From an optimization exercise on the open Yosys and OpenROAD flow, aimed at small area and a short achievable clock period; shortcuts taken in it are not production practice.
In this exercise RTL edits were held to simulation tests only and were not proved equivalent to the original.
Power and IR drop assume default switching activity.

==> flow/design.v <==
module rc4_memory_bank #(
  parameter int                          S_DEPTH        = 256,
  parameter int                          MSG_DEPTH      = 32,
  parameter int                          DATA_W         = 8,
  parameter logic [MSG_DEPTH*DATA_W-1:0] ENC_INIT_IMAGE =
    256'hc9dc233605081f6271444b5eadb0878a99ecf3c6d5d82f3201141b6e7d40575a
) (
  input  logic              clk,
  input  logic              rst,
  input  logic [7:0]        s_address,
  input  logic [DATA_W-1:0] s_data,
  input  logic              s_wren,
  output logic [DATA_W-1:0] s_q,
  input  logic [7:0]        enc_address,
  output logic [DATA_W-1:0] enc_q,
  input  logic [7:0]        dec_address,
  input  logic [DATA_W-1:0] dec_data,
  input  logic              dec_wren,
  output logic [DATA_W-1:0] dec_q
);
  localparam int S_AW   = $clog2(S_DEPTH);
  localparam int MSG_AW = $clog2(MSG_DEPTH);
  localparam int S_LW   = S_AW / 2;
  localparam int S_HW   = S_AW - S_LW;
  localparam int M_LW   = MSG_AW / 2;
  localparam int M_HW   = MSG_AW - M_LW;
  logic [S_AW-1:0] s_a;
  assign s_a = s_address[S_AW-1:0];
  logic [(1<<S_LW)-1:0] s_lo, s_lo_w;
  logic [(1<<S_HW)-1:0] s_hi;
  logic                 s_we;
  assign s_we = rst & s_wren;
  always_comb begin
    for (int l = 0; l < (1<<S_LW); l++) begin
      s_lo[l]   = (s_a[S_LW-1:0] == l[S_LW-1:0]);
      s_lo_w[l] = s_lo[l] & s_we;
    end
    for (int h = 0; h < (1<<S_HW); h++)
      s_hi[h] = (s_a[S_AW-1:S_LW] == h[S_HW-1:0]);
  end
  logic [DATA_W-1:0]  s_mem [S_DEPTH];
  logic [S_DEPTH-1:0] s_rsel_n;
  logic [DATA_W-1:0]  s_rd;
  always_ff @(posedge clk) begin
    for (int w = 0; w < S_DEPTH; w++)
      if (s_hi[w >> S_LW] & s_lo_w[w % (1<<S_LW)])
        s_mem[w] <= s_data;
  end
  always_comb
    for (int w = 0; w < S_DEPTH; w++)
      s_rsel_n[w] = ~(s_hi[w >> S_LW] & s_lo[w % (1<<S_LW)]);
  logic [S_DEPTH*DATA_W-1:0] s_words;
  for (genvar w = 0; w < S_DEPTH; w++) begin : g_s_words
    assign s_words[w*DATA_W +: DATA_W] = s_mem[w];
  end
  rc4mb_rdmux #(.N(S_DEPTH), .W(DATA_W)) u_s_rdmux (
    .sel_n(s_rsel_n), .words(s_words), .q(s_rd)
  );
  always_ff @(posedge clk or negedge rst) begin
    if (!rst) s_q <= '0;
    else      s_q <= s_wren ? s_data : s_rd;
  end
  logic [MSG_AW-1:0] d_a;
  assign d_a = dec_address[MSG_AW-1:0];
  logic [(1<<M_LW)-1:0] d_lo, d_lo_w;
  logic [(1<<M_HW)-1:0] d_hi;
  logic                 d_we;
  assign d_we = rst & dec_wren;
  always_comb begin
    for (int l = 0; l < (1<<M_LW); l++) begin
      d_lo[l]   = (d_a[M_LW-1:0] == l[M_LW-1:0]);
      d_lo_w[l] = d_lo[l] & d_we;
    end
    for (int h = 0; h < (1<<M_HW); h++)
      d_hi[h] = (d_a[MSG_AW-1:M_LW] == h[M_HW-1:0]);
  end
  logic [DATA_W-1:0]    dec_mem [MSG_DEPTH];
  logic [MSG_DEPTH-1:0] d_rsel_n;
  logic [DATA_W-1:0]    d_rd;
  always_ff @(posedge clk) begin
    for (int w = 0; w < MSG_DEPTH; w++)
      if (d_hi[w >> M_LW] & d_lo_w[w % (1<<M_LW)])
        dec_mem[w] <= dec_data;
  end
  always_comb
    for (int w = 0; w < MSG_DEPTH; w++)
      d_rsel_n[w] = ~(d_hi[w >> M_LW] & d_lo[w % (1<<M_LW)]);
  logic [MSG_DEPTH*DATA_W-1:0] d_words;
  for (genvar w = 0; w < MSG_DEPTH; w++) begin : g_d_words
    assign d_words[w*DATA_W +: DATA_W] = dec_mem[w];
  end
  rc4mb_rdmux #(.N(MSG_DEPTH), .W(DATA_W)) u_d_rdmux (
    .sel_n(d_rsel_n), .words(d_words), .q(d_rd)
  );
  always_ff @(posedge clk or negedge rst) begin
    if (!rst) dec_q <= '0;
    else      dec_q <= dec_wren ? dec_data : d_rd;
  end
  logic [MSG_DEPTH*DATA_W-1:0] enc_rom;
  assign enc_rom = ENC_INIT_IMAGE;
  always_ff @(posedge clk or negedge rst) begin
    if (!rst) enc_q <= '0;
    else      enc_q <= enc_rom[enc_address[MSG_AW-1:0]*DATA_W +: DATA_W];
  end
  logic unused_addr_bits;
  assign unused_addr_bits = ^{enc_address[7:MSG_AW], dec_address[7:MSG_AW]};
endmodule
module rc4mb_rdmux #(
  parameter int N = 256,
  parameter int W = 8
) (
  input  logic [N-1:0]   sel_n,
  input  logic [N*W-1:0] words,
  output logic [W-1:0]   q
);
  localparam int N1 = N / 2;                  
  localparam int N2 = N1 / 2;                 
  localparam int N3 = N2 / 4;                 
  localparam int N4 = N3 / 2;                 
  localparam int N5 = N4 >= 4 ? N4 / 4 : 1;   
  logic [N1*W-1:0] t1_n;
  logic [N2*W-1:0] t2;
  logic [N3*W-1:0] t3_n;
  logic [N4*W-1:0] t4;
  logic [N5*W-1:0] t5_n;
  for (genvar g = 0; g < N1; g++) begin : g_t1
    for (genvar b = 0; b < W; b++) begin : g_b
      rc4mb_oai22 u_leaf (
        .a1(sel_n[2*g]),   .a2(words[(2*g)*W + b]),
        .b1(sel_n[2*g+1]), .b2(words[(2*g+1)*W + b]),
        .y(t1_n[g*W + b])
      );
    end
  end
  for (genvar g = 0; g < N2; g++) begin : g_t2
    rc4mb_nor #(.N(2), .W(W)) u_nor (.a(t1_n[2*g*W +: 2*W]), .y(t2[g*W +: W]));
  end
  for (genvar g = 0; g < N3; g++) begin : g_t3
    rc4mb_nand #(.N(4), .W(W)) u_nand (.a(t2[4*g*W +: 4*W]), .y(t3_n[g*W +: W]));
  end
  for (genvar g = 0; g < N4; g++) begin : g_t4
    rc4mb_nor #(.N(2), .W(W)) u_nor (.a(t3_n[2*g*W +: 2*W]), .y(t4[g*W +: W]));
  end
  if (N4 >= 4) begin : g_t5
    for (genvar g = 0; g < N5; g++) begin : g_g
      rc4mb_nand #(.N(4), .W(W)) u_nand (.a(t4[4*g*W +: 4*W]), .y(t5_n[g*W +: W]));
    end
  end else begin : g_t5
    always_comb begin
      t5_n = '1;
      for (int i = 0; i < N4; i++) t5_n = t5_n & t4[i*W +: W];
      t5_n = ~t5_n;
    end
  end
  always_comb begin
    q = '0;
    for (int i = 0; i < N5; i++) q = q | t5_n[i*W +: W];
    q = ~q;
  end
endmodule
module rc4mb_oai22 (
  input  logic a1,
  input  logic a2,
  input  logic b1,
  input  logic b2,
  output logic y
);
  assign y = ~((a1 | a2) & (b1 | b2));
endmodule
module rc4mb_nand #(
  parameter int N = 4,
  parameter int W = 8
) (
  input  logic [N*W-1:0] a,
  output logic [W-1:0]   y
);
  always_comb begin
    y = '1;
    for (int i = 0; i < N; i++) y = y & a[i*W +: W];
    y = ~y;
  end
endmodule
module rc4mb_nor #(
  parameter int N = 4,
  parameter int W = 8
) (
  input  logic [N*W-1:0] a,
  output logic [W-1:0]   y
);
  always_comb begin
    y = '0;
    for (int i = 0; i < N; i++) y = y | a[i*W +: W];
    y = ~y;
  end
endmodule
Settings: LEC_CHECK=0, CAP_MARGIN=20, CORE_MARGIN=2, CORE_UTILIZATION=40, SETUP_SLACK_MARGIN=3.35, SLEW_MARGIN=20, SYNTH_HIERARCHICAL=1, SYNTH_MINIMUM_KEEP_SIZE=0; clock period 6.0 ns.
run.sh (not shown) runs the stock make flow with config.mk's settings and CLKGATE_MAP_FILE= SYNTH_SCRIPT=/design/flow/synth_recipe.tcl, a recipe that flattens the netlist after the stock synthesis.
The first run finished with timing, DRC and antenna clean.
Change:
Settings changed: SETUP_SLACK_MARGIN 3.35 to 3.6.
Total power barely changes.
Worst setup slack is better by 0.27 ns.
Global-route usage goes up by 0.41 points.
Flip-flop and latch count is unchanged.
Die area does not change.
Final cell count is about the same.
Core utilization increases by 0.99 points.
Via count barely changes.
Final area goes up by 2.0%.
Combinational power rises by about 6%.

[re-timing with driven ports]
The results above use ideal ports. As a check the final layouts listed here were re-extracted and re-timed, cells and wires unchanged.
Step 1 sets driving cells, clkbuf_16 on the clock port and buf_2 on the other inputs (assumed; they add their load-dependent delay and slew).
Step 2 times the ports against the registers' clock, not the clock port: input delays grow and output delays shrink by t, the midpoint of the rising clock arrivals with the driver on.
Slacks: ideal / step 1 / step 2; pairs: ideal / step 1.
| run | t, ns | slack for setup (ns) | pins driven straight from the clock port |
|---|---|---|---|
| the first run | 0.921 | 2.948 / 2.865 / 1.944 | 1 |
| the second run | 0.933 | 3.215 / 3.143 / 2.209 | 1 |
After both steps every run listed still meets setup and hold. The setup slack of the second run, which loses most, moves by -0.072 ns with the drivers and by -1.006 ns with both steps.
